Context: an optimization exercise on an open-source flow, tuned for a short achievable clock period and few clock cycles per item. The choices shown serve that exercise and are no tape-out recipe. In this exercise RTL edits were held to simulation tests only and were not proved equivalent to the original. Power figures rest on the tool's default switching activity, not on a simulated workload.

build 18:
// pcie_host_if_top
module pcie_host_if_top (
  input  logic        clk,
  input  logic        rst,
  input  logic [1:0]  i_req_target,
  input  logic        i_req_wr,
  input  logic        i_req_rd,
  input  logic [31:0] i_req_addr,
  input  logic [31:0] i_req_count,
  input  logic        i_host_ing_rdy,
  input  logic [23:0] i_host_ing_size,
  input  logic [31:0] i_host_ing_data,
  output logic        o_host_ing_act,
  output logic        o_host_ing_stb,
  input  logic [1:0]  i_host_egr_rdy,
  input  logic [23:0] i_host_egr_size,
  output logic [1:0]  o_host_egr_act,
  output logic        o_host_egr_stb,
  output logic [31:0] o_host_egr_data,
  output logic        o_dma_ing_rdy,
  output logic [23:0] o_dma_ing_size,
  output logic [31:0] o_dma_ing_data,
  input  logic        i_dma_ing_act,
  input  logic        i_dma_ing_stb,
  output logic [1:0]  o_dma_egr_rdy,
  output logic [23:0] o_dma_egr_size,
  input  logic [1:0]  i_dma_egr_act,
  input  logic        i_dma_egr_stb,
  input  logic [31:0] i_dma_egr_data,
  input  logic        i_dma_idle,
  output logic        o_write_fin,
  output logic        o_read_fin
);
For scale: about 18000 cells after synthesis, about 9700 flip-flops, about 310 I/O pins, ~360000 um2 of cells after synthesis.
==> flow/config.mk <==
export PLATFORM = sky130hd
export DESIGN_NAME = pcie_host_if_top
export DESIGN_NICKNAME = pcie_host_if_top
export VERILOG_FILES = /design/flow/design.v
export SDC_FILE = /design/flow/constraint.sdc
export NUM_CORES = 4
export LEC_CHECK = 0
export CAP_MARGIN = 20
export CORE_MARGIN = 2
export CORE_UTILIZATION = 40
export GPL_ROUTABILITY_DRIVEN = 1
export PLACE_DENSITY = 0.5
export SETUP_SLACK_MARGIN = 3.0
export SLEW_MARGIN = 20
export SYNTH_MEMORY_MAX_BITS = 16384
==> flow/constraint.sdc <==
create_clock -name core_clock -period 6.5 [get_ports {clk}]
set_input_delay 1.3000 -clock core_clock [delete_from_list [all_inputs] [get_ports {clk}]]
set_output_delay 1.3000 -clock core_clock [all_outputs]
set_load 0.01 [all_outputs]
standard.sh (not shown) runs the stock make flow with config.mk's settings and CLKGATE_MAP_FILE= SYNTH_SCRIPT=/design/flow/synth_recipe.tcl, a recipe that flattens the netlist after the stock synthesis.
==> flow/flow/run.sh <==
#!/bin/bash
# Standard layout, with two changes:
# - the ports are constrained to one span of the top edge before IO
#   placement (flow/pins.tcl);
# - the port buffers are buf_4 rather than the slow delay buffer
#   buffer_ports picks by default.
set -euo pipefail
W=$(pwd)
bash standard.sh PRE_IO_PLACEMENT_TCL="$W/flow/pins.tcl" \
  BUFFER_PORTS_ARGS="-buffer_cell sky130_fd_sc_hd__buf_4" finish > "$W/orfs_make.log" 2>&1
==> flow/flow/pins.tcl <==
# Place every signal port in one span in the middle of the top edge, so
# the short paths between ports (the DMA pass-through and the routed
# handshakes) stay short. The clock port goes in the middle of that span,
# nearer the middle of the die than a corner.
set block [ord::get_db_block]
set dbu [$block getDefUnits]
set die [$block getDieArea]
set w [expr {double([$die dx]) / $dbu}]
set span 460.0
set lo [expr {max(10.0, $w / 2.0 - $span / 2.0)}]
set hi [expr {min($w - 10.0, $w / 2.0 + $span / 2.0)}]
set names {}
foreach bt [$block getBTerms] {
  set n [$bt getName]
  if {$n ne "clk" && [$bt getSigType] ne "POWER" && [$bt getSigType] ne "GROUND"} {
    lappend names $n
  }
}
puts "pins.tcl: [llength $names] ports on top:[format %.1f $lo]-[format %.1f $hi]"
set_io_pin_constraint -pin_names $names -region top:[format %.1f $lo]-[format %.1f $hi]
set mid [expr {$w / 2.0}]
set_io_pin_constraint -pin_names {clk} -region top:[format %.1f [expr {$mid - 3.0}]]-[format %.1f [expr {$mid + 3.0}]]
Build 18 did not stop at any stage, and its layout met the timing, design-rule and antenna checks.
Testbench counts of build 18, summed over its fixed seeds: cycles 18,247, words 17,350.
> inputs changed (build 18 -> build 92)
-- flow/config.mk --
<<< build 18, line 9
export CORE_MARGIN = 2
export CORE_UTILIZATION = 40
export GPL_ROUTABILITY_DRIVEN = 1
export PLACE_DENSITY = 0.5
export SETUP_SLACK_MARGIN = 3.0
>>> build 92, line 9
export CORE_MARGIN = 2
export CORE_UTILIZATION = 30
export GPL_ROUTABILITY_DRIVEN = 1
export PLACE_DENSITY = 0.4
export SETUP_SLACK_MARGIN = 3.0
==> notes.md <==
Startpoint of the worst setup timing path = i_req_target[1]: build 92; startpoint of the worst setup timing path = i_req_target[0]: build 18
Going from build 18 to build 92, final HPWL from detailed placement climbed about 11%; critical path depth in cells climbed 1; number of filler cells placed in the layout climbed 36501.
Here is what was changed in the inputs of build 51 compared with build 92.
==> flow/flow/run.sh <==
#!/bin/bash
# Standard layout, with three changes:
# - the ports are constrained to one span of the top edge before IO
#   placement (flow/pins.tcl);
# - the port buffers are buf_4 rather than the slow delay buffer
#   buffer_ports picks by default;
# - up to 10 rounds of antenna repair after detailed routing, not 5.
set -euo pipefail
W=$(pwd)
bash standard.sh PRE_IO_PLACEMENT_TCL="$W/flow/pins.tcl" \
  BUFFER_PORTS_ARGS="-buffer_cell sky130_fd_sc_hd__buf_4" \
  MAX_REPAIR_ANTENNAS_ITER_DRT=10 finish > "$W/orfs_make.log" 2>&1
-- flow/flow/pins.tcl --
<<< build 92, line 8
set w [expr {double([$die dx]) / $dbu}]
set span 460.0
set lo [expr {max(10.0, $w / 2.0 - $span / 2.0)}]
>>> build 51, line 8
set w [expr {double([$die dx]) / $dbu}]
set span 320.0
set lo [expr {max(10.0, $w / 2.0 - $span / 2.0)}]
-- flow/config.mk --
<<< build 92, line 9
export CORE_MARGIN = 2
export CORE_UTILIZATION = 30
export GPL_ROUTABILITY_DRIVEN = 1
export PLACE_DENSITY = 0.4
export SETUP_SLACK_MARGIN = 3.0
>>> build 51, line 9
export CORE_MARGIN = 2
export CORE_UTILIZATION = 40
export GPL_ROUTABILITY_DRIVEN = 1
export PLACE_DENSITY = 0.5
export SETUP_SLACK_MARGIN = 3.0
==> comparison <==
Relative max-transition margin: build 51 vs build 92 down 2.3 points. Going from build 92 to build 51, the power dissipated in combinational cells was found to have gone down by about 3.6%. Summary of build 51 over build 92: share of power burned in combinational logic neither gained nor lost much, met1 wire length lost about 12%, count of clock-buffer cells in the layout lost 30.
Modified inputs, build 52 compared to build 51
==> flow/flow/run.sh <==
#!/bin/bash
# Standard layout, with two changes:
# - the ports are constrained to one span of the top edge before IO
#   placement (flow/pins.tcl);
# - the port buffers are buf_4 rather than the slow delay buffer
#   buffer_ports picks by default.
set -euo pipefail
W=$(pwd)
bash standard.sh PRE_IO_PLACEMENT_TCL="$W/flow/pins.tcl" \
  BUFFER_PORTS_ARGS="-buffer_cell sky130_fd_sc_hd__buf_4" finish > "$W/orfs_make.log" 2>&1
-- flow/flow/pins.tcl --
<<< build 51, line 8
set w [expr {double([$die dx]) / $dbu}]
set span 320.0
set lo [expr {max(10.0, $w / 2.0 - $span / 2.0)}]
>>> build 52, line 8
set w [expr {double([$die dx]) / $dbu}]
set span 460.0
set lo [expr {max(10.0, $w / 2.0 - $span / 2.0)}]
-- flow/config.mk --
<<< build 51, line 9
export CORE_MARGIN = 2
export CORE_UTILIZATION = 40
export GPL_ROUTABILITY_DRIVEN = 1
export PLACE_DENSITY = 0.5
export SETUP_SLACK_MARGIN = 3.0
>>> build 52, line 9
export CORE_MARGIN = 2
export CORE_UTILIZATION = 25
export GPL_ROUTABILITY_DRIVEN = 1
export PLACE_DENSITY = 0.3
export SETUP_SLACK_MARGIN = 3.0
Results
On number of buffers created by CTS, the higher figure sits with build 52, not build 51.
Build 51 was smaller in final cell area than build 52.
In build 52, the clock distribution area overhead in the final layout came out 0.70 points above the value in build 51.
The end point of the critical path comes out o_host_egr_act[0] in one run and o_dma_ing_data[22] in the other, namely in build 52 and build 51 respectively.
Density: build 52 sparser than build 51
Build 52 vs. build 51: fraction of standard cell area that is sequential shows a reduction of 2.2 points, number of cells on the worst reg-to-reg path shows a reduction of 5, total length of routed met3 wires shows a reduction of 34%, number of antenna violations at the first check in global routing shows an increase of 4.9%.
On share of the cycle needed by the critical path after routing, build 52 and build 51 are neck and neck.

-- port drivers added, routing unchanged --
In the flow no input, the clock included, has a driving cell. The finished layouts below were timed again as built, in two steps.
Step 1 (the two cells are an assumption about what drives the block):
set clk [get_ports {clk}]
set_driving_cell -lib_cell sky130_fd_sc_hd__clkbuf_16 $clk
set_driving_cell -lib_cell sky130_fd_sc_hd__buf_2 [delete_from_list [all_inputs] $clk]
Step 2 also shifts input and output timing later by t, the mid clock arrival at the registers, as if the neighbouring blocks saw the same clock.
a / b / c = ideal / step 1 / step 2; a / b = the first two.
| run | t (ns) | setup slack, ns | hold WS [ns] | worst register clock-pin slew, ns |
|---|---|---|---|---|
| build 18 | 1.200 | 2.759 / 2.697 / 1.923 | 0.439 / 0.439 / 0.439 | 0.06 / 0.06 |
| build 92 | 1.309 | 2.736 / 2.677 / 1.800 | 0.438 / 0.438 / 0.438 | 0.07 / 0.07 |
| build 51 | 1.290 | 2.723 / 2.631 / 1.852 | 0.443 / 0.443 / 0.443 | 0.07 / 0.07 |
| build 52 | 1.357 | 2.719 / 2.638 / 1.792 | 0.456 / 0.462 / 0.462 | 0.06 / 0.06 |
After both steps every run listed still meets setup and hold. For build 92, which loses most, drivers alone change the setup slack by -0.059 ns; drivers and shift together by -0.936 ns.
